What follows belongs to an exercise in optimizing a design on an open flow for a short achievable clock period and few clock cycles; a production flow would make more cautious choices. Only simulation tests tie the RTL to the original design; equivalence was not proved. Power figures rest on the tool's default switching activity, not on a simulated workload.

<file path="design/flow/run.sh">
#!/bin/bash
# synth_recipe.tcl (not shown) runs the flow's synth.tcl, then flattens the netlist and writes it again
# the make line also repeats each setting of config.mk as NAME=value (left out here)
make -C /OpenROAD-flow-scripts/flow DESIGN_CONFIG=/design/flow/config.mk WORK_HOME=/design/flow/orfs CLKGATE_MAP_FILE= SYNTH_SCRIPT=/design/flow/synth_recipe.tcl finish
</file>
<file path="design/flow/design.v">
package isa_pkg;
    localparam logic [4:0] OPC_NOP   = 5'b00000;
    localparam logic [4:0] OPC_HALT  = 5'b00001;
    localparam logic [4:0] OPC_LOAD  = 5'b00010;
    localparam logic [4:0] OPC_STORE = 5'b00011;
    localparam logic [4:0] OPC_SLL   = 5'b00100;
    localparam logic [4:0] OPC_SRL   = 5'b00101;
    localparam logic [4:0] OPC_ADD   = 5'b01000;
    localparam logic [4:0] OPC_ADDI  = 5'b01001;
    localparam logic [4:0] OPC_SUB   = 5'b01010;
    localparam logic [4:0] OPC_SUBI  = 5'b01011;
    localparam logic [4:0] OPC_CMP   = 5'b01100;
    localparam logic [4:0] OPC_AND   = 5'b01101;
    localparam logic [4:0] OPC_OR    = 5'b01110;
    localparam logic [4:0] OPC_XOR   = 5'b01111;
    localparam logic [4:0] OPC_LDIH  = 5'b10000;
    localparam logic [4:0] OPC_JUMP  = 5'b11000;
    localparam logic [4:0] OPC_BZ    = 5'b11010;
    localparam logic [4:0] OPC_BNZ   = 5'b11011;
    localparam logic [4:0] OPC_BN    = 5'b11100;
    localparam logic [4:0] OPC_BNN   = 5'b11101;
    localparam logic [15:0] NOP_WORD = 16'h0000;
endpackage
package pipe_pkg;
    localparam int DATA_W    = 16;
    localparam int REG_COUNT = 8;
    localparam int REG_IDX_W = 3;
    localparam logic [REG_IDX_W-1:0] ZERO_REG = '0;
endpackage
import isa_pkg::*;
import pipe_pkg::*;
module pcpu_top (
    input  logic              clock,
    input  logic              reset,
    input  logic              i_enable,
    input  logic              i_start,
    input  logic [pipe_pkg::DATA_W-1:0] i_i_data,
    input  logic [pipe_pkg::DATA_W-1:0] i_d_rdata,
    output logic [7:0]        o_i_addr,
    output logic [7:0]        o_d_addr,
    output logic [pipe_pkg::DATA_W-1:0] o_d_wdata,
    output logic              o_d_we,
    output logic              o_running
);
    logic       running;     
    logic       started;     
    logic       halt_seen;   
    logic [7:0] fa;          
    logic [7:1]  e_we;       
    logic        e_wr;       
    logic [2:0]  e_dest;
    logic        e_st;
    logic        e_ld;
    logic        e_setf;
    logic        e_bz, e_bnz, e_bn, e_bnn;   
    logic [15:0] x_a, x_b;
    logic        x_c;
    logic [15:0] l_a, l_b;
    logic        l_x, l_n;
    logic [15:0] sl_a, sr_a;
    logic [3:0]  sl_lo, sl_hi, sr_lo, sr_hi;   
    logic [15:0] sl_m, sr_m;
    logic [7:0]  d_addr;
    logic        e_au;       
    logic [7:0]  c_p, c_q;
    logic        c_cin;
    logic        e_sh;       
    logic [7:0]  t_a, t_b;
    logic [15:0] e_s;        
    logic        zf;
    logic        nf;
    logic [15:0] regs [1:7];
    logic [15:0] sum, r_log;
    logic [15:0] r_sll, r_srl;
    logic [15:0] e_result;
    logic        z_add, z_log, z_sll, z_srl;
    logic        zc, nc;
    logic        e_take;
    logic [7:0]  t_sum;
    logic [15:0] sl_t, sr_t;
    logic [15:0] ks_g [0:4];
    logic [15:0] ks_p [0:4];
    logic [16:0] carry;
    always_comb begin
        ks_g[0] = x_a & x_b;
        ks_p[0] = x_a ^ x_b;
        for (int l = 0; l < 4; l++) begin
            for (int i = 0; i < 16; i++) begin
                if (i >= (1 << l)) begin
                    ks_g[l+1][i] = ks_g[l][i] | (ks_p[l][i] & ks_g[l][i-(1<<l)]);
                    ks_p[l+1][i] = ks_p[l][i] & ks_p[l][i-(1<<l)];
                end else begin
                    ks_g[l+1][i] = ks_g[l][i];
                    ks_p[l+1][i] = ks_p[l][i];
                end
            end
        end
        carry = {ks_g[4], 1'b0};
    end
    assign sum   = (ks_p[0] ^ {16{x_c}}) ^ carry[15:0];
    assign r_log = ({16{l_x}} & (l_a ^ l_b)) | ({16{l_n}} & (l_a & l_b));
    always_comb begin
        for (int i = 0; i < 16; i++) begin
            sl_t[i] = 1'b0;
            sr_t[i] = 1'b0;
            for (int k = 0; k < 4; k++) begin
                if (i >= k)     sl_t[i] = sl_t[i] | (sl_lo[k] & sl_a[i-k]);
                if (i + k < 16) sr_t[i] = sr_t[i] | (sr_lo[k] & sr_a[i+k]);
            end
        end
        for (int i = 0; i < 16; i++) begin
            r_sll[i] = 1'b0;
            r_srl[i] = 1'b0;
            for (int k = 0; k < 4; k++) begin
                if (i >= 4*k)     r_sll[i] = r_sll[i] | (sl_hi[k] & sl_t[i-4*k]);
                if (i + 4*k < 16) r_srl[i] = r_srl[i] | (sr_hi[k] & sr_t[i+4*k]);
            end
        end
    end
    assign e_result = sum | r_log | r_sll | r_srl | ({16{e_ld}} & i_d_rdata);
    assign z_add = x_c ? (ks_p[0] == 16'hffff)
                       : (((x_a[0] ^ x_b[0]) == 1'b0) &&
                          ((x_a[15:1] ^ x_b[15:1]) == (x_a[14:0] | x_b[14:0])));
    assign z_log = (r_log == 16'h0000);
    assign z_sll = ((sl_a & sl_m) == 16'h0000);
    assign z_srl = ((sr_a & sr_m) == 16'h0000);
    assign zc = z_add & z_log & z_sll & z_srl;
    assign nc = sum[15] | r_log[15] | r_sll[15] | r_srl[15];
    assign t_sum  = t_a + t_b;
    assign e_take = (e_bz & zf) | (e_bnz & ~zf) | (e_bn & nf) | (e_bnn & ~nf);
    assign o_i_addr  = fa;
    assign o_d_addr  = d_addr;
    assign o_d_wdata = e_s;
    assign o_d_we    = e_st;
    assign o_running = running;
    logic [15:0] w;
    logic [4:0]  op;
    logic [2:0]  f1, f2, f3;
    logic        d_ld, d_st, d_sll, d_srl, d_add, d_addi, d_sub, d_subi, d_cmp;
    logic        d_and, d_or, d_xor, d_ldih, d_jmp, d_bz, d_bnz, d_bn, d_bnn, d_halt;
    logic        d_wr, d_setf, d_cond, d_bb, d_sub_any, d_adder, d_logic;
    logic        sel_a1, sel_a2, sel_b3;
    logic [15:0] imm_b;
    logic [15:0] ra1, ra2, ra3;
    logic        fw1, fw2, fw3;
    logic        fwd_a, fwd_b, fwd_s;
    logic [15:0] a_val, b_val, a_rf, b_rf, s_next;
    logic [15:0] mask_l, mask_r;
    assign w  = i_i_data;
    assign op = w[15:11];
    assign f1 = w[10:8];
    assign f2 = w[6:4];
    assign f3 = w[2:0];
    assign d_ld   = (op == OPC_LOAD);
    assign d_st   = (op == OPC_STORE);
    assign d_sll  = (op == OPC_SLL);
    assign d_srl  = (op == OPC_SRL);
    assign d_add  = (op == OPC_ADD);
    assign d_addi = (op == OPC_ADDI);
    assign d_sub  = (op == OPC_SUB);
    assign d_subi = (op == OPC_SUBI);
    assign d_cmp  = (op == OPC_CMP);
    assign d_and  = (op == OPC_AND);
    assign d_or   = (op == OPC_OR);
    assign d_xor  = (op == OPC_XOR);
    assign d_ldih = (op == OPC_LDIH);
    assign d_jmp  = (op == OPC_JUMP);
    assign d_bz   = (op == OPC_BZ);
    assign d_bnz  = (op == OPC_BNZ);
    assign d_bn   = (op == OPC_BN);
    assign d_bnn  = (op == OPC_BNN);
    assign d_halt = (op == OPC_HALT);
    assign d_cond    = d_bz | d_bnz | d_bn | d_bnn;
    assign d_bb      = d_cond && (f1 != 3'd0);
    assign d_sub_any = d_sub | d_subi | d_cmp;
    assign d_adder   = d_add | d_addi | d_sub | d_subi | d_cmp | d_ldih;
    assign d_logic   = d_and | d_or | d_xor;
    assign d_setf    = d_sll | d_srl | d_adder & ~d_ldih | d_logic;
    assign d_wr      = (d_ld | d_sll | d_srl | d_add | d_addi | d_sub | d_subi | d_logic |
                        d_ldih) && (f1 != 3'd0);
    assign sel_a1 = d_addi | d_subi | d_bb;
    assign sel_a2 = d_ld | d_st | d_sll | d_srl | d_add | d_sub | d_cmp | d_logic;
    assign sel_b3 = d_add | d_sub | d_cmp | d_logic;
    always_comb begin
        if (d_ldih)
            imm_b = {w[7:0], 8'h00};
        else if (d_ld | d_st | d_sll | d_srl)
            imm_b = {12'h000, w[3:0]};
        else
            imm_b = {8'h00, w[7:0]};
    end
    assign ra1 = (f1 == 3'd0) ? 16'h0000 : regs[f1];
    assign ra2 = (f2 == 3'd0) ? 16'h0000 : regs[f2];
    assign ra3 = (f3 == 3'd0) ? 16'h0000 : regs[f3];
    assign fw1 = e_wr && (e_dest == f1);
    assign fw2 = e_wr && (e_dest == f2);
    assign fw3 = e_wr && (e_dest == f3);
    assign fwd_a = (sel_a1 & fw1) | (sel_a2 & fw2);
    assign fwd_b = sel_b3 & fw3;
    assign fwd_s = fw1;
    always_comb begin
        a_rf  = ({16{sel_a1}} & ra1) | ({16{sel_a2}} & ra2);
        b_rf  = sel_b3 ? ra3 : imm_b;
        a_val = fwd_a ? e_result : a_rf;
        b_val = fwd_b ? e_result : b_rf;
        s_next = fwd_s ? e_result : ra1;
    end
    assign mask_l = 16'hffff >> w[3:0];
    assign mask_r = 16'hffff << w[3:0];
    logic [7:0] addr_rf, addr_add, addr_oth, addr_next, cs_p, cs_q, cs_s, cs_c;
    logic       hazard;
    assign cs_p    = c_p;
    assign cs_q    = c_q;
    assign cs_s    = cs_p ^ cs_q ^ {4'h0, w[3:0]};
    assign cs_c    = {(cs_p[6:0] & cs_q[6:0]) | (cs_p[6:0] & {3'h0, w[3:0]}) |
                      (cs_q[6:0] & {3'h0, w[3:0]}), c_cin};
    ks_add8 u_addr_rf (.i_a(ra2[7:0]), .i_b({4'h0, w[3:0]}), .o_sum(addr_rf));
    ks_add8 u_addr_add (.i_a(cs_s), .i_b(cs_c), .o_sum(addr_add));
    ks_add8 u_addr_oth (.i_a(r_log[7:0] | ({8{e_ld}} & i_d_rdata[7:0])), .i_b({4'h0, w[3:0]}),
                        .o_sum(addr_oth));
    assign addr_next = fw2 ? (e_au ? addr_add : addr_oth) : addr_rf;
    assign hazard    = (d_ld | d_st) && fw2 && e_sh;
    logic       r0_cond, tests_z, on_one, late_z, late_n, take_early;
    logic [7:0] fa_seq, fa_one, fa_zero, fa_early, fa_next;
    assign r0_cond    = d_cond && (f1 == 3'd0);
    assign tests_z    = d_bz | d_bnz;
    assign on_one     = d_bz | d_bn;
    assign take_early = d_jmp | (r0_cond & ((d_bz & zf) | (d_bnz & ~zf) | (d_bn & nf) | (d_bnn & ~nf)));
    assign fa_seq     = fa + 8'd1;
    assign fa_one     = on_one ? w[7:0] : fa_seq;    
    assign fa_zero    = on_one ? fa_seq : w[7:0];
    assign fa_early   = e_take ? t_sum : (hazard ? fa : (take_early ? w[7:0] : fa_seq));
    assign late_z     = !e_take && r0_cond && e_setf && tests_z;
    assign late_n     = !e_take && r0_cond && e_setf && !tests_z;
    always_comb begin
        if (late_z)
            fa_next = zc ? fa_one : fa_zero;
        else if (late_n)
            fa_next = nc ? fa_one : fa_zero;
        else
            fa_next = fa_early;
    end
    logic take_start;
    logic fetch;      
    logic issue_ok;   
    logic issue;      
    assign take_start = i_start && !started;
    assign fetch      = (running && !halt_seen) || take_start;
    assign issue_ok   = fetch && !e_take;
    assign issue      = issue_ok && !d_halt && !hazard;
    always_ff @(posedge clock or negedge reset) begin
        if (!reset) begin
            running   <= 1'b0;
            started   <= 1'b0;
            halt_seen <= 1'b0;
            fa        <= '0;
            e_we      <= '0;
            e_wr      <= 1'b0;
            e_st      <= 1'b0;
            e_setf    <= 1'b0;
            e_bz      <= 1'b0;
            e_bnz     <= 1'b0;
            e_bn      <= 1'b0;
            e_bnn     <= 1'b0;
        end else if (i_enable) begin
            if (take_start) begin
                started   <= 1'b1;
                running   <= 1'b1;
                halt_seen <= d_halt;
            end else if (running && (halt_seen || (d_halt && issue_ok))) begin
                running <= 1'b0;
            end
            if (fetch)
                fa <= fa_next;
            for (int k = 1; k < 8; k++)
                e_we[k] <= issue && d_wr && (f1 == 3'(k));
            e_wr   <= issue && d_wr;
            e_st   <= issue && d_st;
            e_setf <= issue && d_setf;
            e_bz   <= issue && d_bb && d_bz;
            e_bnz  <= issue && d_bb && d_bnz;
            e_bn   <= issue && d_bb && d_bn;
            e_bnn  <= issue && d_bb && d_bnn;
        end
    end
    logic [2:0]  n_e_dest;
    logic        n_e_ld, n_x_c, n_l_x, n_l_n, n_c_cin, n_e_sh, n_e_au;
    logic [15:0] n_x_a, n_x_b, n_l_a, n_l_b, n_sl_a, n_sr_a, n_sl_m, n_sr_m, n_e_s;
    logic [3:0]  n_sl_lo, n_sl_hi, n_sr_lo, n_sr_hi;
    logic [7:0]  n_d_addr, n_c_p, n_c_q, n_t_a, n_t_b;
    always_comb begin
        n_e_dest = f1;
        n_e_ld   = d_ld;
        n_x_a    = ({16{d_adder & fwd_a & ~d_sub_any}} & e_result)
                 | ({16{d_adder & fwd_a & d_sub_any}} & ~e_result)
                 | ({16{d_adder & ~fwd_a}} & (a_rf ^ {16{d_sub_any}}));
        n_x_b    = ({16{d_adder & fwd_b}} & e_result) | ({16{d_adder & ~fwd_b}} & b_rf);
        n_x_c    = d_adder & d_sub_any;
        n_l_a    = ({16{d_logic & fwd_a}} & e_result) | ({16{d_logic & ~fwd_a}} & a_rf);
        n_l_b    = ({16{d_logic & fwd_b}} & e_result) | ({16{d_logic & ~fwd_b}} & b_rf);
        n_l_x    = d_xor | d_or;
        n_l_n    = d_and | d_or;
        n_sl_a   = ({16{d_sll & fwd_a}} & e_result) | ({16{d_sll & ~fwd_a}} & a_rf);
        n_sr_a   = ({16{d_srl & fwd_a}} & e_result) | ({16{d_srl & ~fwd_a}} & a_rf);
        for (int k = 0; k < 4; k++) begin
            n_sl_lo[k] = d_sll && (w[1:0] == 2'(k));
            n_sl_hi[k] = d_sll && (w[3:2] == 2'(k));
            n_sr_lo[k] = d_srl && (w[1:0] == 2'(k));
            n_sr_hi[k] = d_srl && (w[3:2] == 2'(k));
        end
        n_sl_m   = mask_l;
        n_sr_m   = mask_r;
        n_d_addr = addr_next;
        n_c_p    = d_adder ? a_val[7:0] : 8'h00;
        n_c_q    = d_adder ? (d_sub_any ? ~b_val[7:0] : b_val[7:0]) : 8'h00;
        n_c_cin  = d_sub_any;
        n_e_sh   = d_sll | d_srl;
        n_e_au   = d_adder;
        n_t_a    = d_bb ? a_val[7:0] : 8'h00;
        n_t_b    = d_bb ? w[7:0] : 8'h00;
        n_e_s    = s_next;
    end
    logic [2:0] e_dest_k;
    logic e_ld_k;
    logic [15:0] x_a_k;
    logic [15:0] x_b_k;
    logic x_c_k;
    logic [15:0] l_a_k;
    logic [15:0] l_b_k;
    logic l_x_k;
    logic l_n_k;
    logic [15:0] sl_a_k;
    logic [15:0] sr_a_k;
    logic [3:0] sl_lo_k;
    logic [3:0] sl_hi_k;
    logic [3:0] sr_lo_k;
    logic [3:0] sr_hi_k;
    logic [15:0] sl_m_k;
    logic [15:0] sr_m_k;
    logic [7:0] d_addr_k;
    logic [7:0] c_p_k;
    logic [7:0] c_q_k;
    logic c_cin_k;
    logic e_sh_k;
    logic e_au_k;
    logic [7:0] t_a_k;
    logic [7:0] t_b_k;
    logic [15:0] e_s_k;
    always_ff @(posedge clock) begin
        e_dest <= i_enable ? n_e_dest : e_dest_k;
        e_dest_k <= i_enable ? n_e_dest : e_dest;
        e_ld <= i_enable ? n_e_ld : e_ld_k;
        e_ld_k <= i_enable ? n_e_ld : e_ld;
        x_a <= i_enable ? n_x_a : x_a_k;
        x_a_k <= i_enable ? n_x_a : x_a;
        x_b <= i_enable ? n_x_b : x_b_k;
        x_b_k <= i_enable ? n_x_b : x_b;
        x_c <= i_enable ? n_x_c : x_c_k;
        x_c_k <= i_enable ? n_x_c : x_c;
        l_a <= i_enable ? n_l_a : l_a_k;
        l_a_k <= i_enable ? n_l_a : l_a;
        l_b <= i_enable ? n_l_b : l_b_k;
        l_b_k <= i_enable ? n_l_b : l_b;
        l_x <= i_enable ? n_l_x : l_x_k;
        l_x_k <= i_enable ? n_l_x : l_x;
        l_n <= i_enable ? n_l_n : l_n_k;
        l_n_k <= i_enable ? n_l_n : l_n;
        sl_a <= i_enable ? n_sl_a : sl_a_k;
        sl_a_k <= i_enable ? n_sl_a : sl_a;
        sr_a <= i_enable ? n_sr_a : sr_a_k;
        sr_a_k <= i_enable ? n_sr_a : sr_a;
        sl_lo <= i_enable ? n_sl_lo : sl_lo_k;
        sl_lo_k <= i_enable ? n_sl_lo : sl_lo;
        sl_hi <= i_enable ? n_sl_hi : sl_hi_k;
        sl_hi_k <= i_enable ? n_sl_hi : sl_hi;
        sr_lo <= i_enable ? n_sr_lo : sr_lo_k;
        sr_lo_k <= i_enable ? n_sr_lo : sr_lo;
        sr_hi <= i_enable ? n_sr_hi : sr_hi_k;
        sr_hi_k <= i_enable ? n_sr_hi : sr_hi;
        sl_m <= i_enable ? n_sl_m : sl_m_k;
        sl_m_k <= i_enable ? n_sl_m : sl_m;
        sr_m <= i_enable ? n_sr_m : sr_m_k;
        sr_m_k <= i_enable ? n_sr_m : sr_m;
        d_addr <= i_enable ? n_d_addr : d_addr_k;
        d_addr_k <= i_enable ? n_d_addr : d_addr;
        c_p <= i_enable ? n_c_p : c_p_k;
        c_p_k <= i_enable ? n_c_p : c_p;
        c_q <= i_enable ? n_c_q : c_q_k;
        c_q_k <= i_enable ? n_c_q : c_q;
        c_cin <= i_enable ? n_c_cin : c_cin_k;
        c_cin_k <= i_enable ? n_c_cin : c_cin;
        e_sh <= i_enable ? n_e_sh : e_sh_k;
        e_sh_k <= i_enable ? n_e_sh : e_sh;
        e_au <= i_enable ? n_e_au : e_au_k;
        e_au_k <= i_enable ? n_e_au : e_au;
        t_a <= i_enable ? n_t_a : t_a_k;
        t_a_k <= i_enable ? n_t_a : t_a;
        t_b <= i_enable ? n_t_b : t_b_k;
        t_b_k <= i_enable ? n_t_b : t_b;
        e_s <= i_enable ? n_e_s : e_s_k;
        e_s_k <= i_enable ? n_e_s : e_s;
    end
    always_ff @(posedge clock) begin
        if (i_enable) begin
            if (e_setf) begin
                zf <= zc;
                nf <= nc;
            end
            for (int k = 1; k < 8; k++)
                if (e_we[k])
                    regs[k] <= e_result;
        end
    end
endmodule
module ks_add8 (
    input  logic [7:0] i_a,
    input  logic [7:0] i_b,
    output logic [7:0] o_sum
);
    logic [7:0] g [0:3];
    logic [7:0] p [0:3];
    always_comb begin
        g[0] = i_a & i_b;
        p[0] = i_a ^ i_b;
        for (int i = 0; i < 8; i++) begin
            if (i >= 1) begin
                g[1][i] = g[0][i] | ((p[0][i] & i_a[i-1]) & i_b[i-1]);
                p[1][i] = p[0][i] & p[0][i-1];
            end else begin
                g[1][i] = g[0][i];
                p[1][i] = p[0][i];
            end
        end
        for (int l = 1; l < 3; l++) begin
            for (int i = 0; i < 8; i++) begin
                if (i >= (1 << l)) begin
                    g[l+1][i] = g[l][i] | (p[l][i] & g[l][i-(1<<l)]);
                    p[l+1][i] = p[l][i] & p[l][i-(1<<l)];
                end else begin
                    g[l+1][i] = g[l][i];
                    p[l+1][i] = p[l][i];
                end
            end
        end
        o_sum = p[0] ^ {g[3][6:0], 1'b0};
    end
endmodule
</file>
<file path="design/flow/constraint.sdc">
create_clock -name core_clock -period 4.5 [get_ports {clock}]
set_input_delay 0.9000 -clock core_clock [delete_from_list [all_inputs] [get_ports {clock}]]
set_output_delay 0.9000 -clock core_clock [all_outputs]
set_load 0.01 [all_outputs]
</file>
<file path="design/flow/config.mk">
export PLATFORM = sky130hd
export DESIGN_NAME = pcpu_top
export DESIGN_NICKNAME = pcpu_top
export VERILOG_FILES = /design/flow/design.v
export SDC_FILE = /design/flow/constraint.sdc
export NUM_CORES = 4
export LEC_CHECK = 0
export CAP_MARGIN = 20
export CORE_MARGIN = 2
export CORE_UTILIZATION = 30
export SETUP_SLACK_MARGIN = 2.7
export SLEW_MARGIN = 20
</file>
==> flow_metrics.tcl, run 1 <==
set metrics [dict create \
    status "no timing/DRC/antenna violations" \
    clk_latency_ns 0.68 \
    clk_path_buf_depth 3 \
    areaGrowthSynthToFinish_pct 44.21 \
    cp_cell_sequence "inv_2 -> ha_4 -> a211oi_4 -> buf_4 -> o211ai_1 -> nand3_2 -> a21oi_4 -> mux2i_4 -> buf_12 -> buf_12 -> xnor2_4 -> mux2_1 -> a31oi_1" \
    startpoint "x_b[1]$_DFF_P_" \
    swShare_pct 29.85 \
    top_register "regs" \
    whs_path_depth 1 \
    core_mm2 0.09125 \
    hold_path_class "flip-flop to flip-flop" \
    timing.fmax_mhz 349.0 \
    crit_top_cell "buf_12" \
    initial_core_util_pct 30.16 \
    fillers 8218 \
    relSlewSlack_pct 42.13 \
    rr_worst_depth 13 \
    cts_made_buffers 61 \
    drt_first_pass_iters 9 \
    setup_viol 0 \
    crit_type "flip-flop to flip-flop" \
    grt_usage_pct 22.18 \
    die_x_um 306.9 \
    synth_flop_cell "dfxtp_1" \
    ctsHoldBuffers 0 \
    post-route-period-util_pct 63.67 \
    slew_viol_final 0 \
    crit_path_max_fanout 5 \
    skew_ns 0.04684 \
    critPathTopFamily "compound AO/OA/AOI/OAI gates" \
    rrSetupSlack_ns 1.63 \
    p_switching_w 0.004280 \
    cts_tree "done" \
    synthArstFlopShare_pct 4.472 \
    ys_seq_elements 559 \
    ir_drop_v 0.0003198 \
    design_area_mm2 0.03969 \
    rsz0062_at_grt "true" \
    grt_pass1_vias 23840 \
    io_pins 70 \
    antenna_cells 0 \
    synth_area_per_cell_um2 9.527 \
    min_period_ns 2.865 \
    antenna_found_initial 2 \
    hold_slack_ns 0.3967 \
    dpl_cell_area_mm2 0.03101 \
    die_area_mm2 0.09418 \
    powerDensity_mw_per_mm2 361.2 \
    worstPathArrival_ns 3.42 \
    worstPathRequired_ns 5.05 \
    synth-seq-area-share_pct 45.26 \
    drc 0 \
    wire_per_inst_um 24.96 \
    syn_nets 3002 \
    dp_hpwl_um 68770 \
    pre_cts_slack_ns 0.5385 \
    min_to "x_b[3]$_DFF_P_" \
    die-height_um 306.9 \
    yosys_warnings 23 \
    grt_first_pass_wirelength_um 157600 \
    worst_setup_path_end_kind "flip-flop" \
    globalplace.congestion 0.9688 \
    clkTransAtPathRegs_ns 0.06 \
    layout_setup_ws_ns 1.635 \
    final_cell_mix "dfxtp_1, buf_4, inv_1, nand2_1, nor2_1" \
    internal-power_w 0.01006 \
    num_rows 111 \
    dr.first_iter.drc_count 2726 \
    synth_edf_count 114 \
    drtAntennaViolNets 0 \
    synth_area_mm2 0.02752 \
    layout-drive-gt1-share_pct 39.07 \
    slowest_stage "mux2_1" \
    vias_per_cell 5.716 \
    r2r_start "x_b[1]$_DFF_P_" \
    cts_max_level 2 \
    fin_tns_setup_ns 0 \
    cap_viol_max_count 0 \
    syn_inst 2889 \
    hp-start "x_b_k[3]$_DFF_P_" \
    ys_types 96 \
    regArea_mm2 0.01259 \
    power_leakage_nw 14.72 \
    multiInputGateArea_mm2 0.01778 \
    power.total_w 0.01434 \
    wl_um 110100 \
    cp_num_buf_inv 4 \
    power_frac_comb_pct 24.0 \
    port_buffers 69 \
    grt_max_degree 93 \
    cts-root-buf "clkbuf_16" \
    largest_reg_flops 112 \
    grt_overflow 0 \
    r2r-end "fa[4]$_DFFE_PN0P_" \
    startpoint_type "flip-flop" \
    p_clk_share_pct 36.7 \
    worst-slew-pin-transition_ns 0.8681 \
    seq_power_share_pct 39.3 \
    cpPeakStageDelay_ns 0.35 \
    final_common_cell "dfxtp_1" \
    clock-sinks 559 \
    finalHoldViolCount 0 \
    num_vias 25210 \
    final_nets 3286 \
]
[through the flow]
stage                     cells  utilization [%]
after CTS                  4353            41.53
after global routing       4411            43.50
after floorplan            2889                -
after detailed placement   4015            33.99
final                      4411            43.50
after global placement     4015            33.99
[synthesized netlist by cell type, drive strengths merged, types with 29 or more instances]
| master | n | share of area [%] |
|---|---|---|
| a21o | 29 | 0.79 |
| a21oi | 169 | 3.1 |
| a22o | 38 | 1.2 |
| a22oi | 84 | 2.3 |
| buf | 82 | 1.5 |
| clkbuf | 132 | 1.8 |
| dfxtp | 420 | 31 |
| edfxtp | 114 | 12 |
| ha | 72 | 3.3 |
| inv | 198 | 2.7 |
| mux2i | 87 | 3.3 |
| nand2 | 200 | 2.7 |
| nand2b | 42 | 0.95 |
| nand3 | 60 | 1.1 |
| nor2 | 153 | 2.1 |
| o21a | 49 | 1.3 |
| o21ai | 234 | 4.3 |
| o2bb2ai | 158 | 5.0 |
| xnor2 | 71 | 2.3 |
[worst max path at each step]
stage	end	cells after the start
finish	fa[4]$_DFFE_PN0P_	13
global route	fa[4]$_DFFE_PN0P_	13
CTS	fa[2]$_DFFE_PN0P_	11
detailed placement	c_q_k[4]$_DFF_P_	10
global placement	d_addr[6]$_DFF_P_	12
floorplan	d_addr[4]$_DFF_P_	12
[per-layer routing]
| layer | global-route usage, % | vias to the layer above | wire [um] |
|---|---|---|---|
| met5 | 0 | - | 11 |
| met4 | 11.83 | 2 | 6606 |
| met3 | 4.052 | 315 | 9380 |
| met1 | 29.49 | 12440 | 45330 |
| li1 | - | 11240 | - |
| met2 | 34.21 | 1220 | 48770 |
[cells by family after synthesis]
group / Yosys count / synth area share (%)
buffers and inverters: 413 / 6.028
flip-flops: 559 / 45.26
XOR/XNOR: 96 / 3.137
multiplexers: 133 / 6.078
AO/OA/AOI/OAI: 997 / 25.20
AND/OR/NAND/NOR: 614 / 10.66
adder cells (fa/ha/maj): 77 / 3.637
[what timing repair did]
item,in CTS,in global routing
resized for setup,754,231
pin swaps,148,97
buffers inserted,209,52
cloned,14,6
endpoints found under the setup margin,584,509
[power groups by stage]
stage / sequential (W) / combinational, W / clock (W)
after floorplan: 0.00569 / 0.00154 / 0
after global placement: 0.00573 / 0.00225 / 0
after detailed placement: 0.00574 / 0.00227 / 0
after CTS: 0.00562 / 0.00305 / 0.00533
after global routing: 0.00565 / 0.00360 / 0.00554
final: 0.00563 / 0.00344 / 0.00527
[worst register-to-register path, cell delays in order (launching register included)]
cell      delay (ns)
dfxtp_2         0.34
inv_2           0.05
ha_4            0.29
a211oi_4        0.08
buf_4           0.14
o211ai_1        0.27
nand3_2         0.19
a21oi_4         0.24
mux2i_4         0.28
buf_12          0.15
buf_12          0.12
xnor2_4         0.15
mux2_1          0.35
a31oi_1         0.13
[area by class of cell]
class / count / share of cell area (%)
clock buffers: 88 / 4.552
clock inverters: 27 / 0.8479
inverters: 199 / 2.055
multi-input cells: 1923 / 44.79
flip-flops and latches: 559 / 31.72
well taps: 1186 / 3.738
repair buffers: 428 / 12.27
repair inverters: 1 / 0.02837
Testbench counts, summed over its fixed seeds: cycles 13,981.
==> run 2, diff against run 1 <==
--- a/design/flow/config.mk
+++ b/design/flow/config.mk
@@ -5,8 +5,9 @@
 export SDC_FILE = /design/flow/constraint.sdc
 export NUM_CORES = 4
 export LEC_CHECK = 0
+export ABC_CLOCK_PERIOD_IN_PS = 1500
 export CAP_MARGIN = 20
 export CORE_MARGIN = 2
-export CORE_UTILIZATION = 30
+export CORE_UTILIZATION = 40
 export SETUP_SLACK_MARGIN = 2.7
 export SLEW_MARGIN = 20
==> run 2 against run 1 <==
  * Synthesized area is the same
  * Combinational power shrank 2%
  * Clock power is essentially flat
  * Global-route usage grew 8.0 points
  * Critical path depth grew 1
  * Wire length grew 0.78%
  * Register-to-register slack lost 0.23 ns
  * Cell area shrank 2.5%
  * Sequential power is essentially flat
  * Die area shrank 25%
  * Worst setup slack lost 0.23 ns
  * Largest cell class unchanged
  * Highest routed layer unchanged
==> flow_metrics.tcl, run 2 <==
set metrics [dict create \
    wire_per_inst_um 27.30 \
    layout_setup_ws_ns 1.409 \
    synth_compound_area_share_pct 25.20 \
    cts_max_level 2 \
    synth_fa_ha_area_share_pct 3.637 \
    worstPathRequired_ns 5.01 \
    muxShareOfSynthArea_pct 6.078 \
    clk_path_buf_depth 3 \
    die_area_mm2 0.07092 \
    top_register "regs" \
    slew_viol_final 0 \
    finalHoldViolCount 0 \
    grt_first_pass_wirelength_um 160700 \
    die-height_um 266.3 \
    cts_made_buffers 61 \
    synth-seq-area-share_pct 45.26 \
    final_cell_mix "dfxtp_1, inv_1, buf_4, nand2_1, buf_6" \
    setup_viol 0 \
    drc 0 \
    synth-simple-area-share_pct 10.66 \
    grt_overflow 0 \
    dp_hpwl_um 71880 \
    synth_area_mm2 0.02752 \
    yosys.area.top_type "dfxtp_1" \
    io_pins 70 \
    syn_inst 2889 \
    yosysMostFrequentCell "dfxtp_1" \
    startpoint "l_b[1]$_DFF_P_" \
    synthArstFlopShare_pct 4.472 \
    clk_latency_ns 0.66 \
    grt_pass1_vias 24360 \
    dp.cells 3728 \
    status "no timing/DRC/antenna violations" \
    grt_usage_pct 30.23 \
    num_rows 96 \
    worst-slew-pin-transition_ns 0.8420 \
    cap_viol_max_count 0 \
    ys_top_cells_by_area "dfxtp_1, edfxtp_1, o2bb2ai_1, o21ai_0, ha_1" \
    layout-drive-gt1-share_pct 38.31 \
    pre_cts_slack_ns 0.5895 \
    utilization_pct 56.62 \
    final_nets 3243 \
    clkTransAtPathRegs_ns 0.06 \
    skew_ns 0.02967 \
    synth_edf_count 114 \
    cts_tree "done" \
    synthTopCellsByCount "dfxtp_1, o21ai_0, nand2_1" \
    r2r_start "l_b[1]$_DFF_P_" \
    ys_types 96 \
    rrSetupSlack_ns 1.41 \
    synth_top_family_by_area "compound AO/OA/AOI/OAI gates" \
    largest_reg_flops 112 \
    timing.fmax_mhz 323.5 \
    clock-sinks 559 \
    post-route-period-util_pct 68.68 \
    initial_core_util_pct 40.27 \
    wl_um 111000 \
    startpoint_type "flip-flop" \
    synth_top_area_share_pct 30.55 \
    ctsHoldBuffers 0 \
    die_x_um 266.3 \
    relSlewSlack_pct 43.87 \
    hold_path_class "input port to asynchronous set/reset pin" \
    grt_max_degree 103 \
    rsz0062_at_grt "true" \
    num_vias 25190 \
    fin_tns_setup_ns 0 \
    yosys_warnings 23 \
    crit_path_max_fanout 3 \
    fillers 5629 \
    port_buffers 69 \
    ys_seq_elements 559 \
    ir_drop_v 0.0002940 \
    crit_type "flip-flop to flip-flop" \
    drt_first_pass_iters 9 \
    syn_nets 3002 \
    powerDensity_mw_per_mm2 368.3 \
    layout.cells.non_filler 4065 \
    synth_area_per_cell_um2 9.527 \
    drtAntennaViolNets 0 \
    worstPathArrival_ns 3.60 \
    areaGrowthSynthToFinish_pct 40.59 \
    min_period_ns 3.091 \
    vias_per_cell 6.198 \
    dr.first_iter.drc_count 3399 \
    cts-root-buf "clkbuf_16" \
    synthXorXnorAreaFrac_pct 3.137 \
    final_common_cell "dfxtp_1" \
    power_leakage_nw 14.44 \
    antenna_found_initial 3 \
    core_mm2 0.06835 \
    synth_flop_cell "dfxtp_1" \
    globalplace.congestion 0.9447 \
    worst_setup_path_end_kind "flip-flop" \
]
[run 2: cell counts after synthesis]
Identical to the previous run, type by type.
[run 2: final cells by class]
type                            count  area (um^2)  area share [%]
Clock buffer                       71         1667           4.307
Inverter                          199        803.3           2.076
Clock inverter                     44        430.4           1.112
Timing Repair Buffer              390         4292           11.09
Antenna cell                        1        2.502        0.006467
Tap cell                          882         1104           2.852
Multi-Input combinational cell   1918        17790           45.99
Sequential cell                   559        12590           32.54
Timing Repair inverter              1        11.26         0.02910
[run 2: metrics by stage]
step                      hold WS (ns)  area (um^2)  power, W
after floorplan                 0.3895        29950  0.007230
after global placement          0.3939        30730  0.007991
after detailed placement        0.3963        30750  0.008029
after CTS                       0.4135        36610   0.01391
after global routing            0.2625        38690   0.01469
final                           0.2380        38690   0.01425
[run 2: path summary, 6_finish.rpt]
| path | end | cells past startpoint |
|---|---|---|
| min in group core_clock | x_c$_DFF_P_ | 2 |
| setup reg to reg | d_addr_k[6]$_DFF_P_ | 14 |
| hold reg to reg | x_c$_DFF_P_ | 2 |
| setup / recovery | d_addr_k[6]$_DFF_P_ | 14 |
| hold / removal | e_we[3]$_DFFE_PN0P_ | 1 |
| max in group asynchronous | fa[3]$_DFFE_PN0P_ | 2 |
[run 2: worst max-delay path, cell delays in order, from the launching register on]
cell	delay (ns)
dfxtp_4	0.36
ha_4	0.24
a222oi_1	0.39
buf_4	0.24
inv_4	0.06
ha_4	0.27
buf_4	0.12
nand2_4	0.06
o21bai_4	0.18
a311oi_4	0.13
nor3_2	0.18
xnor2_1	0.11
or3_1	0.32
o211ai_1	0.18
o32ai_1	0.12
[run 2: report_power, final]
| part | internal, W | switching, W | total [W] |
|---|---|---|---|
| clock | 0.00301 | 0.00224 | 0.00525 |
| combinational | 0.00151 | 0.00186 | 0.00336 |
| sequential | 0.00544 | 0.000204 | 0.00564 |
[run 2: per-layer routing]
layer,global-route usage (%),up-vias,routed length (um)
li1,-,11120,-
met1,40.84,12440,45770
met2,46.88,1329,49420
met3,6.183,305,10580
met4,13.01,2,5168
met5,0,-,13
[run 2: logic make-up after synthesis]
kind of cell	count (synthesis)
flops	559
buf+inv	413
mux	133
xor+xnor	96
compound gates	997
simple gates	614
fa+ha+maj	77
[run 2: timing repair]
item                       CTS  global route
setup endpoints to repair  574           538
resized for setup          670           292
gates cloned                12             1
buffers inserted           152            56
pin swaps                  136           118
==> run 3, diff against run 2 <==
==> design/flow/config.mk (replaced) <==
export PLATFORM = sky130hd
export DESIGN_NAME = pcpu_top
export DESIGN_NICKNAME = pcpu_top
export VERILOG_FILES = /design/flow/design.v
export SDC_FILE = /design/flow/constraint.sdc
export NUM_CORES = 4
export LEC_CHECK = 0
export CAP_MARGIN = 20
export CORE_MARGIN = 2
export CORE_UTILIZATION = 20
export SETUP_SLACK_MARGIN = 2.7
export SLEW_MARGIN = 20
==> run 3 against run 2 <==
  * Still clean on timing, DRC and antenna
  * Synthesized area stayed put
  * Non-clock buffer count up 37
  * Sequential cell count unchanged
  * Clock skew is 0.0083 ns lower
  * Worst setup slack better by 0.092 ns
  * Cell count grew 23%
  * Critical endpoint is now l_b_k[14]$_DFF_P_
==> flow_metrics.tcl, run 3 <==
set metrics [dict create \
    clk_latency_ns 0.65 \
    hp-start "sr_m_k[15]$_SDFF_PP1_" \
    cts_tree "done" \
    clock-sinks 559 \
    skew_ns 0.02137 \
    min_to "sr_m[15]$_SDFF_PP1_" \
    cts-root-buf "clkbuf_16" \
    synth-seq-area-share_pct 45.26 \
    synth_flop_cell "dfxtp_1" \
    layout_setup_ws_ns 1.501 \
    num_rows 136 \
    final_common_cell "dfxtp_1" \
    ys_seq_elements 559 \
    globalplace.congestion 0.8972 \
    critPathTopFamily "compound AO/OA/AOI/OAI gates" \
    worstPathRequired_ns 5.00 \
    power_frac_comb_pct 24.0 \
    grt_max_degree 189 \
    min_period_ns 2.999 \
    rsz0062_at_grt "true" \
    slew_viol_final 0 \
    clk_path_buf_depth 3 \
    synth_area_mm2 0.02752 \
    cap_viol_max_count 0 \
    num_vias 25260 \
    areaGrowthSynthToFinish_pct 45.58 \
    setup_viol 0 \
    die-height_um 375.0 \
    ys_types 96 \
    swShare_pct 29.35 \
    vias_per_cell 5.038 \
    crit_path_max_fanout 7 \
    power_leakage_nw 14.64 \
    p_clk_share_pct 37.1 \
    cts_max_level 2 \
    synthArstFlopShare_pct 4.472 \
    worst_setup_path_end_kind "flip-flop" \
    drc 0 \
    powerDensity_mw_per_mm2 361.1 \
    dr.first_iter.drc_count 2782 \
    ir_drop_v 0.0002438 \
    largest_reg_flops 112 \
    initial_core_util_pct 20.09 \
    yosysMostFrequentCell "dfxtp_1" \
    wire_per_inst_um 22.12 \
    internal-power_w 0.01022 \
    startpoint_type "flip-flop" \
    die_area_mm2 0.1406 \
    finalHoldViolCount 0 \
    grt_usage_pct 14.64 \
    ys_top_cells_by_area "dfxtp_1, edfxtp_1, o2bb2ai_1, o21ai_0, ha_1" \
    crit_top_cell "mux2i_4" \
    io_pins 70 \
    rr_worst_depth 8 \
    drt_first_pass_iters 8 \
    r2r_start "l_a[14]$_DFF_P_" \
    synthTopCellsByCount "dfxtp_1, o21ai_0, nand2_1" \
    slowest_stage "a222oi_1" \
    grt_pass1_vias 23680 \
    port_buffers 69 \
    drtAntennaViolNets 0 \
    clkTransAtPathRegs_ns 0.06 \
    cp_cell_sequence "ha_4 -> a222oi_1 -> o221ai_1 -> or4_4 -> nor2_4 -> mux2i_4 -> mux2i_4 -> o2bb2ai_1" \
    rrSetupSlack_ns 1.50 \
    top_register "regs" \
    grt_overflow 0 \
    synth_top_area_share_pct 30.55 \
    antenna_found_initial 11 \
    p_switching_w 0.004247 \
    cts_made_buffers 59 \
    timing.fmax_mhz 333.5 \
    wl_um 110900 \
    utilization_pct 29.25 \
    seq_power_share_pct 38.9 \
    worst-slew-pin-transition_ns 1.050 \
    grt_first_pass_wirelength_um 156900 \
    worstPathArrival_ns 3.50 \
    fin_tns_setup_ns 0 \
    status "no timing/DRC/antenna violations" \
    dp_hpwl_um 71460 \
    final_nets 3281 \
    final_cell_mix "dfxtp_1, buf_4, inv_1, nand2_1, buf_6" \
    whs_path_depth 1 \
    syn_nets 3002 \
    ctsHoldBuffers 0 \
    pre_cts_slack_ns 0.5219 \
    dpl_cell_area_mm2 0.03173 \
    cpPeakStageDelay_ns 0.59 \
    relSlewSlack_pct 29.97 \
    hold_path_class "flip-flop to flip-flop" \
    die_x_um 375.0 \
    synth_area_per_cell_um2 9.527 \
    yosys.area.top_type "dfxtp_1" \
    crit_type "flip-flop to flip-flop" \
    layout-drive-gt1-share_pct 38.07 \
    core_mm2 0.1370 \
    syn_inst 2889 \
    post-route-period-util_pct 66.64 \
    yosys_warnings 23 \
    synth_edf_count 114 \
    cp_num_buf_inv 0 \
    r2r-end "l_b_k[14]$_DFF_P_" \
    design_area_mm2 0.04007 \
]
[run 3: cell count changes in the layout (fill, tap and decap cells not counted), sizes merged, moves of 2 or more]
cell           previous run  this run
buf                     362       403
bufbuf                    6         3
bufinv                    6        10
clkbuf                   72        83
clkdlybuf4s15             2         0
clkdlybuf4s50            13        11
clkinv                   26        12
clkinvlp                  8         4
[run 3: cell families (layout without fill, tap and decap cells)]
family / after synthesis / count (layout) / share of synthesized area (%)
flip-flops: 559 / 559 / 45.26
adder cells (fa/ha/maj): 77 / 77 / 3.637
AO/OA/AOI/OAI: 997 / 997 / 25.20
AND/OR/NAND/NOR: 614 / 617 / 10.66
buffers and inverters: 413 / 738 / 6.028
other: 0 / 2 / 0
XOR/XNOR: 96 / 96 / 3.137
multiplexers: 133 / 134 / 6.078
[run 3: per-layer routing]
metal  vias up  part of all wire (%)  track usage [%]  wire length, um
met5         -                 0.066                0               73
met4        12                   5.4            6.809             5962
met3       343                   9.9            3.366            11010
met2      1279                    44            22.56            48330
met1     12440                    41            19.33            45520
li1      11190                     -                -                -
[run 3: repair_timing]
item,in CTS,in global routing
endpoints found under the hold margin,0,0
gates resized for setup,724,293
setup endpoints to repair,665,560
cloned,10,4
pin swaps,141,128
buffers inserted,195,73
[run 3: worst max-delay path by stage]
stage | startpoint | end | slack [ns] | cells after the start
final | l_a[14]$_DFF_P_ | l_b_k[14]$_DFF_P_ | 1.50 | 8
after global routing | l_a[14]$_DFF_P_ | l_b_k[14]$_DFF_P_ | 1.45 | 8
after CTS | l_a[14]$_DFF_P_ | e_s[14]$_DFF_P_ | 1.57 | 9
after detailed placement | i_i_data[12] | x_a_k[2]$_DFF_P_ | 0.52 | 9
after global placement | i_i_data[12] | x_a_k[2]$_DFF_P_ | 0.54 | 10
after floorplan | i_i_data[5] | d_addr[4]$_DFF_P_ | 1.52 | 12
[run 3: worst register-to-register path, cell delays in order, from the launching register on]
cell	delay [ns]
dfxtp_2	0.34
ha_4	0.24
a222oi_1	0.59
o221ai_1	0.35
or4_4	0.54
nor2_4	0.16
mux2i_4	0.18
mux2i_4	0.36
o2bb2ai_1	0.10
[run 3: layout make-up]
class	count	area, um^2
fill	13740	96910
multi-input combinational	1921	17580
sequential	559	12590
timing repair buffer	427	4686
tap	1794	2245
clock buffer	81	1692
inverter	199	822.0
clock inverter	30	442.9
timing repair inverter	1	11.26
antenna	2	5.005
[run 3: stage by stage]
stage | hold WS (ns) | cells | total power, W
detailed placement | 0.3942 | 4619 | 0.008051
floorplan | 0.3895 | 2889 | 0.007230
global placement | 0.3970 | 4619 | 0.008025
global route | 0.4253 | 5013 | 0.01493
finish | 0.4051 | 5014 | 0.01447
CTS | 0.4082 | 4935 | 0.01412
[run 3: power by group through the flow]
stage               registers, W  clock network [W]  logic, W
finish                   0.00563            0.00537   0.00347
global route             0.00565            0.00563   0.00365
CTS                      0.00562            0.00543   0.00306
detailed placement       0.00573                  0   0.00232
global placement         0.00572                  0   0.00230
floorplan                0.00569                  0   0.00154
==> run 4, diff against run 3 <==
--- a/design/flow/config.mk
+++ b/design/flow/config.mk
@@ -7,6 +7,7 @@
 export LEC_CHECK = 0
 export CAP_MARGIN = 20
 export CORE_MARGIN = 2
-export CORE_UTILIZATION = 20
+export CORE_UTILIZATION = 30
+export PLACE_DENSITY = 0.35
 export SETUP_SLACK_MARGIN = 2.7
 export SLEW_MARGIN = 20
==> run 4 against run 3 <==
  * Sequential power about the same
  * Global-route usage increased by 12 points
  * Wire length increased by 16%
  * Synthesized cell count unchanged
  * Critical path depth increased by 6
  * Sequential share of layout area about the same
  * Core utilization increased by 15 points
  * Combinational power about the same
  * Register-to-register slack got worse by 0.09 ns
  * Die area decreased by 33%
  * Worst setup slack got worse by 0.091 ns
==> flow_metrics.tcl, run 4 <==
set metrics [dict create \
    crit_path_max_fanout 3 \
    finalHoldViolCount 0 \
    slew_viol_final 0 \
    io_pins 70 \
    worst-slew-pin-transition_ns 1.030 \
    vias_per_cell 5.553 \
    status "no timing/DRC/antenna violations" \
    antenna_found_initial 2 \
    rsz0062_at_grt "true" \
    startpoint_type "flip-flop" \
    fin_tns_setup_ns 0 \
    grt_first_pass_wirelength_um 182000 \
    whs_path_depth 1 \
    crit_type "flip-flop to flip-flop" \
    skew_ns 0.02322 \
    die_x_um 306.9 \
    final_cell_mix "dfxtp_1, buf_4, inv_1, buf_6, nand2_1" \
    worstPathArrival_ns 3.64 \
    die_area_mm2 0.09418 \
    layout-drive-gt1-share_pct 39.70 \
    cts_made_buffers 71 \
    power_leakage_nw 14.99 \
    dp.cells 4051 \
    core_mm2 0.09125 \
    rr_worst_depth 14 \
    crit_top_cell "buf_4" \
    yosysMostFrequentCell "dfxtp_1" \
    ir_drop_v 0.0002452 \
    min_period_ns 3.090 \
    cts_max_level 3 \
    synthTopCellsByCount "dfxtp_1, o21ai_0, nand2_1" \
    cpPeakStageDelay_ns 0.41 \
    cts_tree "done" \
    utilization_pct 43.94 \
    cts-root-buf "clkbuf_16" \
    grt_pass1_vias 24600 \
    areaGrowthSynthToFinish_pct 45.65 \
    slowest_stage "a222oi_1" \
    ys_top_cells_by_area "dfxtp_1, edfxtp_1, o2bb2ai_1, o21ai_0, ha_1" \
    grt_max_degree 117 \
    grt_overflow 0 \
    drtAntennaViolNets 0 \
    synth-seq-area-share_pct 45.26 \
    clk_path_buf_depth 3 \
    syn_nets 3002 \
    final_nets 3340 \
    wire_per_inst_um 28.70 \
    layout.cells.non_filler 4470 \
    synth_area_per_cell_um2 9.527 \
    initial_core_util_pct 30.16 \
    synthArstFlopShare_pct 4.472 \
    synth_area_mm2 0.02752 \
    clk_latency_ns 0.64 \
    dr.first_iter.drc_count 1957 \
    grt_usage_pct 26.72 \
    relSlewSlack_pct 30.80 \
    drc 0 \
    yosys_warnings 23 \
    dp_hpwl_um 86570 \
    synth_top_area_share_pct 30.55 \
    final_common_cell "dfxtp_1" \
    largest_reg_flops 112 \
    synth_flop_cell "dfxtp_1" \
    cp_num_buf_inv 4 \
    yosys.area.top_type "dfxtp_1" \
    num_rows 111 \
    synth_edf_count 114 \
    clkTransAtPathRegs_ns 0.06 \
    ys_seq_elements 559 \
    post-route-period-util_pct 68.67 \
    port_buffers 69 \
    worstPathRequired_ns 5.05 \
    timing.fmax_mhz 323.6 \
    cp_cell_sequence "ha_4 -> a222oi_1 -> buf_4 -> clkinvlp_4 -> ha_4 -> nand2_4 -> o21bai_4 -> a311oi_2 -> buf_4 -> xnor2_2 -> o211ai_1 -> o311ai_2 -> buf_4 -> o21ai_2" \
    die-height_um 306.9 \
    wl_um 128300 \
    globalplace.congestion 0.8742 \
    top_register "regs" \
    cap_viol_max_count 0 \
    drt_first_pass_iters 7 \
    powerDensity_mw_per_mm2 376.8 \
    setup_viol 0 \
    syn_inst 2889 \
    ys_types 96 \
    num_vias 24820 \
    worst_setup_path_end_kind "flip-flop" \
    critPathTopFamily "compound AO/OA/AOI/OAI gates" \
    hold_path_class "flip-flop to flip-flop" \
    clock-sinks 559 \
    cp.depth 14 \
]
-- run 4: cell types whose count changed in the layout (fill, tap and decap cells not counted), moves of 12 or more --
cell       change
buf_12        +15
buf_2         +13
buf_6         +17
clkbuf_16     +13
o21ai_0       +12
o21ai_2       -12
o2bb2ai_1     -40
o2bb2ai_2     +37
-- run 4: timing repair --
action | in CTS | in global routing
hold buffers | 0 | 0
gates cloned | 14 | 2
pin swaps | 170 | 78
endpoints found under the setup margin | 640 | 586
setup buffers | 229 | 44
resized for setup | 812 | 190
-- run 4: final cells by class --
class,count,area (um^2)
repair inverters,2,32.53
flip-flops and latches,559,12610
inverters,199,810.8
diodes,2,5.005
multi-input cells,1921,17530
clock inverters,34,399.1
fillers,8752,51160
well taps,1186,1484
clock buffers,94,2016
repair buffers,473,5199
-- run 4: routing by layer --
metal | global-route usage, % | part of all wire, %
met1 | 36.61 | 46
met2 | 44.94 | 48
met3 | 3.432 | 4.3
met4 | 5.575 | 2.1
met5 | 0 | 0.017
-- run 4: worst register-to-register path, stage by stage (launching register included) --
cell and delay (ns):
dfxtp_4 0.36, ha_4 0.21, a222oi_1 0.41, buf_4 0.26, clkinvlp_4 0.14, ha_4 0.24, nand2_4 0.06, o21bai_4 0.06
a311oi_2 0.36, buf_4 0.18, xnor2_2 0.05, o211ai_1 0.23, o311ai_2 0.18, buf_4 0.20, o21ai_2 0.05
-- run 4: path summary, 6_finish.rpt --
path	slack (ns)	start	to
max in group asynchronous	3.57	reset	fa[2]$_DFFE_PN0P_
hold reg to reg	0.42	sr_m_k[15]$_SDFF_PP1_	sr_m[15]$_SDFF_PP1_
hold / removal	0.42	sr_m_k[15]$_SDFF_PP1_	sr_m[15]$_SDFF_PP1_
setup / recovery	1.41	l_a[1]$_DFF_P_	d_addr[4]$_DFF_P_
min in group asynchronous	0.64	reset	started$_DFFE_PN0P_
setup reg to reg	1.41	l_a[1]$_DFF_P_	d_addr[4]$_DFF_P_
-- run 4: cells by family (layout without fill, tap and decap cells) --
logic type,count (synthesis),in the layout,share of synthesized area [%]
compound gates,997,997,25.20
simple gates,614,618,10.66
flops,559,559,45.26
buf+inv,413,802,6.028
mux,133,133,6.078
xor+xnor,96,96,3.137
fa+ha+maj,77,77,3.637
other cells,0,2,0
-- run 4: metrics by stage --
stage          hold WS [ns]  setup slack [ns]  instance area [um^2]  total power (W)
2_1_floorplan        0.3895             1.519                 29950         0.007230
3_3_place_gp         0.3949            0.2530                 31320         0.008170
3_5_place_dp         0.4018            0.2632                 31340         0.008180
4_1_cts              0.4182             1.394                 38690          0.01506
5_1_grt              0.4300             1.276                 40080          0.01567
6_report             0.4162             1.410                 40090          0.01511
-- run 4: where the power goes --
part	internal, W	total [W]	switching, W	leakage (nW)
clock	0.00362	0.00598	0.00236	1.19
combinational	0.00158	0.00350	0.00192	8.98
sequential	0.00544	0.00563	0.000190	4.82
==> run 5, diff against run 4 <==
--- a/design/flow/config.mk
+++ b/design/flow/config.mk
@@ -8,6 +8,7 @@
 export CAP_MARGIN = 20
 export CORE_MARGIN = 2
 export CORE_UTILIZATION = 30
-export PLACE_DENSITY = 0.35
+export GPL_ROUTABILITY_DRIVEN = 0
+export PLACE_DENSITY = 0.45
 export SETUP_SLACK_MARGIN = 2.7
 export SLEW_MARGIN = 20
==> run 5 against run 4 <==
  * Critical path depth decreased by 1
  * Register-to-register slack improved by 0.12 ns
  * Die area stayed put
  * Clock power shrank 4.7%
  * Combinational power shrank 2%
  * Cell count is 1.3% lower
  * Synthesized area unchanged
  * Clock-buffer cell count rose by 11
  * Wire length decreased by 7.4%
  * Clock skew grew 0.017 ns
==> flow_metrics.tcl, run 5 <==
set metrics [dict create \
    status "no timing/DRC/antenna violations" \
    utilization_pct 43.13 \
    drt_first_pass_iters 7 \
    syn_nets 3002 \
    crit_type "flip-flop to flip-flop" \
    ys_top_cells_by_area "dfxtp_1, edfxtp_1, o2bb2ai_1, o21ai_0, ha_1" \
    syn_inst 2889 \
    areaGrowthSynthToFinish_pct 42.99 \
    slew_viol_final 0 \
    seq_power_share_pct 38.1 \
    crit_path_max_fanout 3 \
    synthArstFlopShare_pct 4.472 \
    use_met3_pct 4.266 \
    core_mm2 0.09125 \
    final_nets 3284 \
    grt.busiest_layer "met2" \
    synthTopCellsByCount "dfxtp_1, o21ai_0, nand2_1" \
    rsz0062_at_grt "true" \
    final_cell_mix "dfxtp_1, buf_4, inv_1, nand2_1, buf_6" \
    clk_latency_ns 0.66 \
    port_buffers 69 \
    synth_flop_cell "dfxtp_1" \
    worst_setup_path_end_kind "flip-flop" \
    worstPathRequired_ns 5.06 \
    final_common_cell "dfxtp_1" \
    powerDensity_mw_per_mm2 375.3 \
    hold_slack_ns 0.2695 \
    timing.fmax_mhz 336.1 \
    relSlewSlack_pct 38.17 \
    grt_overflow 0 \
    min_period_ns 2.975 \
    wire_per_inst_um 26.92 \
    ys_types 96 \
    io_pins 70 \
    vias_per_cell 5.682 \
    power_leakage_nw 14.61 \
    die-height_um 306.9 \
    finalHoldViolCount 0 \
    startpoint_type "flip-flop" \
    cts-root-buf "clkbuf_16" \
    post-route-period-util_pct 66.11 \
    r2r_start "l_b[1]$_DFF_P_" \
    fin_tns_setup_ns 0 \
    clk_path_buf_depth 3 \
    ys_seq_elements 559 \
    cap_viol_max_count 0 \
    p_switching_w 0.004446 \
    synth_edf_count 114 \
    cts_max_level 3 \
    grt_pass1_vias 24320 \
    fillers 8603 \
    num_rows 111 \
    die_x_um 306.9 \
    cts_made_buffers 70 \
    clock-sinks 559 \
    rrSetupSlack_ns 1.52 \
    grt_use_met1_pct 33.42 \
    top_register "regs" \
    p_clk_share_pct 38.6 \
    power_frac_comb_pct 23.3 \
    dr.first_iter.drc_count 2611 \
    grt_usage_pct 24.12 \
    synth_area_mm2 0.02752 \
    grt_first_pass_wirelength_um 168500 \
    internal-power_w 0.01032 \
    setup_viol 0 \
    drtAntennaViolNets 0 \
    swShare_pct 30.10 \
    clkTransAtPathRegs_ns 0.06 \
    skew_ns 0.04071 \
    yosysMostFrequentCell "dfxtp_1" \
    synth-seq-area-share_pct 45.26 \
    worstPathArrival_ns 3.53 \
    hold_path_class "input port to asynchronous set/reset pin" \
    grt_max_degree 101 \
    wl_um 118800 \
    cts_tree "done" \
    dpl_cell_area_mm2 0.03126 \
    synth_area_per_cell_um2 9.527 \
    r2r-end "d_addr[5]$_DFF_P_" \
    antenna_found_initial 0 \
    ir_drop_v 0.0002510 \
    layout-drive-gt1-share_pct 38.30 \
    drc 0 \
    initial_core_util_pct 30.16 \
    rr_worst_depth 13 \
    yosys.area.top_type "dfxtp_1" \
    die_area_mm2 0.09418 \
    num_vias 25080 \
    yosys_warnings 23 \
    synth_top_area_share_pct 30.55 \
    worst-slew-pin-transition_ns 0.9274 \
    dp_hpwl_um 78320 \
    largest_reg_flops 112 \
    use_met2_pct 37.84 \
    design_area_mm2 0.03936 \
]
## run 5: changes by cell type in the layout (fill, tap and decap cells not counted), moves of 7 or more
cell       previous run  this run
o21ai_2              32        39
o21ai_0              77        65
dfxtp_1             337       348
inv_1               162       169
bufinv_16             8         1
inv_6                 8         1
buf_12               54        41
dfxtp_4              19        10
buf_4               203       187
inv_2                27        20
buf_6               153       130
## run 5: layer usage
| layer | wire, um | share of wire, % |
|---|---|---|
| met3 | 8547 | 7.2 |
| met5 | 0 | 0 |
| met4 | 3826 | 3.2 |
| met1 | 53110 | 45 |
| met2 | 53340 | 45 |
## run 5: power groups by stage
stage                     registers [W]  logic (W)  clock network [W]
after detailed placement        0.00574    0.00236                  0
after floorplan                 0.00569    0.00154                  0
final                           0.00563    0.00344            0.00570
after CTS                       0.00563    0.00313            0.00581
after global routing            0.00566    0.00362            0.00599
after global placement          0.00574    0.00234                  0
## run 5: cell type report
cell class / instances / area [um^2] / share of cell area (%)
Antenna cell: 1 / 2.502 / 0.006358
Clock buffer: 105 / 2118 / 5.382
Clock inverter: 23 / 215.2 / 0.5468
Inverter: 199 / 803.3 / 2.041
Multi-Input combinational cell: 1921 / 17650 / 44.84
Sequential cell: 559 / 12570 / 31.95
Tap cell: 1186 / 1484 / 3.770
Timing Repair Buffer: 417 / 4467 / 11.35
Timing Repair inverter: 3 / 43.79 / 0.1113
## run 5: kinds of logic after synthesis
| kind of cell | share of synthesized area (%) |
|---|---|
| flip-flops | 45.26 |
| buffers and inverters | 6.028 |
| AND/OR/NAND/NOR | 10.66 |
| AO/OA/AOI/OAI | 25.20 |
| multiplexers | 6.078 |
| XOR/XNOR | 3.137 |
| adder cells (fa/ha/maj) | 3.637 |
## run 5: through the flow
stage | worst slack [ns] | total power [W] | cells
final | 1.525 | 0.01477 | 4414
after global routing | 1.380 | 0.01526 | 4413
after CTS | 1.517 | 0.01458 | 4360
after detailed placement | 0.3696 | 0.008105 | 4045
after global placement | 0.4322 | 0.008080 | 4045
after floorplan | 1.519 | 0.007230 | 2889
## run 5: worst max-delay path by stage
stage	from	endpoint
2_1_floorplan	i_i_data[5]	d_addr[4]$_DFF_P_
3_3_place_gp	i_d_rdata[1]	d_addr[5]$_DFF_P_
3_5_place_dp	i_d_rdata[1]	d_addr[5]$_DFF_P_
4_1_cts	l_b[1]$_DFF_P_	d_addr[5]$_DFF_P_
5_1_grt	l_b[1]$_DFF_P_	d_addr[5]$_DFF_P_
6_report	l_b[1]$_DFF_P_	d_addr[5]$_DFF_P_
## run 5: repair_timing
| item | in CTS | in global routing |
|---|---|---|
| endpoints found under the setup margin | 564 | 491 |
| cloned | 9 | 6 |
| setup buffers | 178 | 47 |
| resized for setup | 774 | 195 |
| pin swaps | 159 | 100 |
| hold buffers | 0 | 0 |
## run 5: critical path, cell delays in order (launching register included)
cell       delay [ns]
dfxtp_2          0.34
ha_4             0.24
a222oi_1         0.37
buf_4            0.24
inv_4            0.05
ha_4             0.27
nand2_2          0.05
o21ai_2          0.06
a21oi_2          0.09
or4b_4           0.56
a21oi_4          0.17
a2111oi_4        0.05
a31o_1           0.28
nor2_1           0.11
==> run 6, diff against run 5 <==
--- a/design/flow/config.mk
+++ b/design/flow/config.mk
@@ -8,7 +8,6 @@
 export CAP_MARGIN = 20
 export CORE_MARGIN = 2
 export CORE_UTILIZATION = 30
-export GPL_ROUTABILITY_DRIVEN = 0
 export PLACE_DENSITY = 0.45
-export SETUP_SLACK_MARGIN = 2.7
+export SETUP_SLACK_MARGIN = 1.8
 export SLEW_MARGIN = 20
==> run 6 against run 5 <==
  * Via count down 3.4%
  * Core utilization is 3.5 points lower
  * Synthesized area stayed put
  * Wire length fell by 7.5%
  * Synthesized cell count stayed put
  * Sequential share of layout area grew 2.7 points
  * Clock skew fell by 0.014 ns
  * Non-clock buffer count down 83
  * Cell area is 8.1% lower
  * Clock-buffer cell count down 8
  * Sequential power hardly changed
  * Power down 4.0%
==> flow_metrics.tcl, run 6 <==
set metrics [dict create \
    status "no timing/DRC/antenna violations" \
    clk_path_buf_depth 3 \
    syn_nets 3002 \
    worstPathRequired_ns 4.94 \
    synth_top_area_share_pct 30.55 \
    seq_power_share_pct 39.8 \
    rsz0062_at_grt "true" \
    relSlewSlack_pct 15.80 \
    yosys.area.top_type "dfxtp_1" \
    drtAntennaViolNets 0 \
    crit_type "input port to flip-flop" \
    synthXorXnorAreaFrac_pct 3.137 \
    port_buffers 69 \
    vias_per_cell 5.606 \
    ir_drop_v 0.0002640 \
    ys_seq_elements 559 \
    whs_path_depth 1 \
    worstPathArrival_ns 3.53 \
    synth_top_family_by_area "compound AO/OA/AOI/OAI gates" \
    rr_worst_depth 14 \
    synth_compound_area_share_pct 25.20 \
    synth_area_mm2 0.02752 \
    grt_max_degree 217 \
    dr.first_iter.drc_count 2389 \
    num_vias 24230 \
    final_cell_mix "dfxtp_1, nand2_1, inv_1, buf_4, o21ai_0" \
    hp-start "sr_m_k[15]$_SDFF_PP1_" \
    yosysMostFrequentCell "dfxtp_1" \
    worst-slew-pin-transition_ns 1.263 \
    hold_path_class "flip-flop to flip-flop" \
    wire_per_inst_um 25.42 \
    p_clk_share_pct 40.0 \
    setup_viol 0 \
    min_to "sr_m[15]$_SDFF_PP1_" \
    dpl_cell_area_mm2 0.03003 \
    wl_um 109900 \
    top_register "regs" \
    fin_tns_setup_ns 0 \
    ys_top_cells_by_area "dfxtp_1, edfxtp_1, o2bb2ai_1, o21ai_0, ha_1" \
    finalHoldViolCount 0 \
    synth_area_per_cell_um2 9.527 \
    clock-sinks 559 \
    clkTransAtPathRegs_ns 0.05 \
    r2r-end "d_addr_k[5]$_DFF_P_" \
    dp_hpwl_um 76680 \
    startpoint_type "input port" \
    antenna_found_initial 2 \
    synthTopCellsByCount "dfxtp_1, o21ai_0, nand2_1" \
    min_period_ns 3.091 \
    cts_max_level 3 \
    cap_viol_max_count 0 \
    power_frac_comb_pct 20.2 \
    cts-root-buf "clkbuf_16" \
    rrSetupSlack_ns 1.44 \
    hold_slack_ns 0.4118 \
    power.total_w 0.01418 \
    synth_flop_cell "dfxtp_1" \
    post-route-period-util_pct 68.68 \
    grt_usage_pct 22.71 \
    synth_fa_ha_area_share_pct 3.637 \
    drc 0 \
    swShare_pct 29.34 \
    p_switching_w 0.004159 \
    core_mm2 0.09125 \
    muxShareOfSynthArea_pct 6.078 \
    die_area_mm2 0.09418 \
    design_area_mm2 0.03615 \
    drt_first_pass_iters 7 \
    slew_viol_final 0 \
    synthArstFlopShare_pct 4.472 \
    crit_path_max_fanout 4 \
    initial_core_util_pct 30.16 \
    layout-drive-gt1-share_pct 25.89 \
    largest_reg_flops 112 \
    grt_first_pass_wirelength_um 159200 \
    clk_latency_ns 0.64 \
    dp.cells 4058 \
    powerDensity_mw_per_mm2 392.1 \
    globalplace.congestion 0.8985 \
    grt_overflow 0 \
    worst_setup_path_end_kind "flip-flop" \
    final_common_cell "dfxtp_1" \
    io_pins 70 \
    final_nets 3193 \
    die_x_um 306.9 \
    grt_pass1_vias 23280 \
    areaGrowthSynthToFinish_pct 31.34 \
    synth-simple-area-share_pct 10.66 \
    num_rows 111 \
    ctsHoldBuffers 0 \
    cts_tree "done" \
    die-height_um 306.9 \
    synth_edf_count 114 \
    cts_made_buffers 69 \
    power_leakage_nw 13.38 \
    antenna_cells 0 \
    ys_types 96 \
    syn_inst 2889 \
    timing.fmax_mhz 323.5 \
    layout.cells.non_filler 4322 \
    skew_ns 0.02653 \
    yosys_warnings 23 \
    r2r_start "l_b[1]$_DFF_P_" \
    internal-power_w 0.01002 \
    synth-seq-area-share_pct 45.26 \
]
## run 6: cell counts after synthesis
Identical to the previous run, type by type.
## run 6: critical path, cell delays in order
cell and delay [ns]:
clkdlybuf4s50_1 0.43, a222oi_1 0.30, buf_4 0.27, inv_2 0.06, ha_4 0.24, inv_4 0.07, nor3_2 0.05, a311oi_2 0.32
nor3_2 0.07, xnor2_1 0.12, or3_1 0.31, o211ai_1 0.22, o32ai_1 0.16
## run 6: worst max path at each step
| stage | cells past startpoint | start | endpoint |
|---|---|---|---|
| floorplan | 12 | i_i_data[5] | d_addr[4]$_DFF_P_ |
| global placement | 12 | i_i_data[5] | d_addr[7]$_DFF_P_ |
| detailed placement | 13 | i_i_data[5] | d_addr_k[7]$_DFF_P_ |
| CTS | 13 | l_b[1]$_DFF_P_ | d_addr[6]$_DFF_P_ |
| global route | 14 | l_b[1]$_DFF_P_ | d_addr[5]$_DFF_P_ |
| finish | 13 | i_d_rdata[3] | d_addr[6]$_DFF_P_ |
## run 6: power groups by stage
stage,combinational [W],clock (W),sequential [W]
3_3_place_gp,0.00217,0,0.00573
4_1_cts,0.00256,0.00580,0.00564
5_1_grt,0.00304,0.00599,0.00566
6_report,0.00286,0.00568,0.00564
2_1_floorplan,0.00127,0,0.00569
3_5_place_dp,0.00219,0,0.00574
## run 6: what timing repair did
item / 4_1_cts / 5_1_grt
resized for setup: 331 / 255
gates cloned: 4 / 0
setup buffers: 66 / 66
setup endpoints to repair: 378 / 281
pin swaps: 75 / 94
## run 6: logic make-up (layout without fill, tap and decap cells)
group	after synthesis	after routing
buf+inv	413	660
flops	559	559
xor+xnor	96	96
mux	133	133
fa+ha+maj	77	77
simple gates	614	614
compound gates	997	997
## run 6: per-stage QoR
stage          utilization, %  worst slack (ns)
2_1_floorplan               -             1.514
3_3_place_gp            32.91            0.4090
3_5_place_dp            32.91            0.3521
4_1_cts                 37.70             1.364
5_1_grt                 39.62             1.311
6_report                39.62             1.409
## run 6: final cells by class
type,count,area [um^2]
fillers,8933,55100
multi-input cells,1917,15760
flip-flops and latches,559,12520
repair buffers,334,3326
clock buffers,97,1953
well taps,1186,1484
inverters,199,770.7
clock inverters,30,341.6
## run 6: layer usage
metal	track usage, %	vias to the layer above	share of wire (%)
met1	32.07	12090	45
met2	35.44	952	45
met5	0	-	0.028
met4	6.897	4	3.1
met3	3.763	169	6.5
li1	-	11020	-

## separate check: timing with driven ports
In the flow no input, the clock included, has a driving cell. The finished layouts below were timed again as built, in two steps. Step 1, drivers: a clkbuf_16 drives clock and a buf_2 each remaining input, both assumed. Step 2, shift: input delay + t, output delay - t, t = (earliest + latest rising clock arrival at the registers) / 2. This alone moves slack from input paths to output paths. a / b / c = ideal / step 1 / step 2; a / b = the first two.
run	shift t [ns]	setup WS [ns]	worst setup path after step 2	latest minus earliest clock arrival (ns)	worst slew at a driven data input, ns
run 1	0.722	1.635 / 1.635 / 0.995	input to register	0.046 / 0.047	0.32
run 2	0.708	1.409 / 1.409 / 0.881	input to register	0.031 / 0.031	0.11
run 3	0.693	1.501 / 1.501 / 0.825	input to register	0.022 / 0.022	0.17
run 4	0.695	1.410 / 1.410 / 0.780	input to register	0.024 / 0.024	0.18
run 5	0.703	1.525 / 1.525 / 0.978	input to register	0.041 / 0.041	0.33
run 6	0.685	1.409 / 1.441 / 0.755	input to register	0.026 / 0.027	0.07
After both steps every run listed still meets setup and hold. For run 3, which loses most, drivers alone change the setup slack by 0.000 ns; drivers and shift together by -0.676 ns.
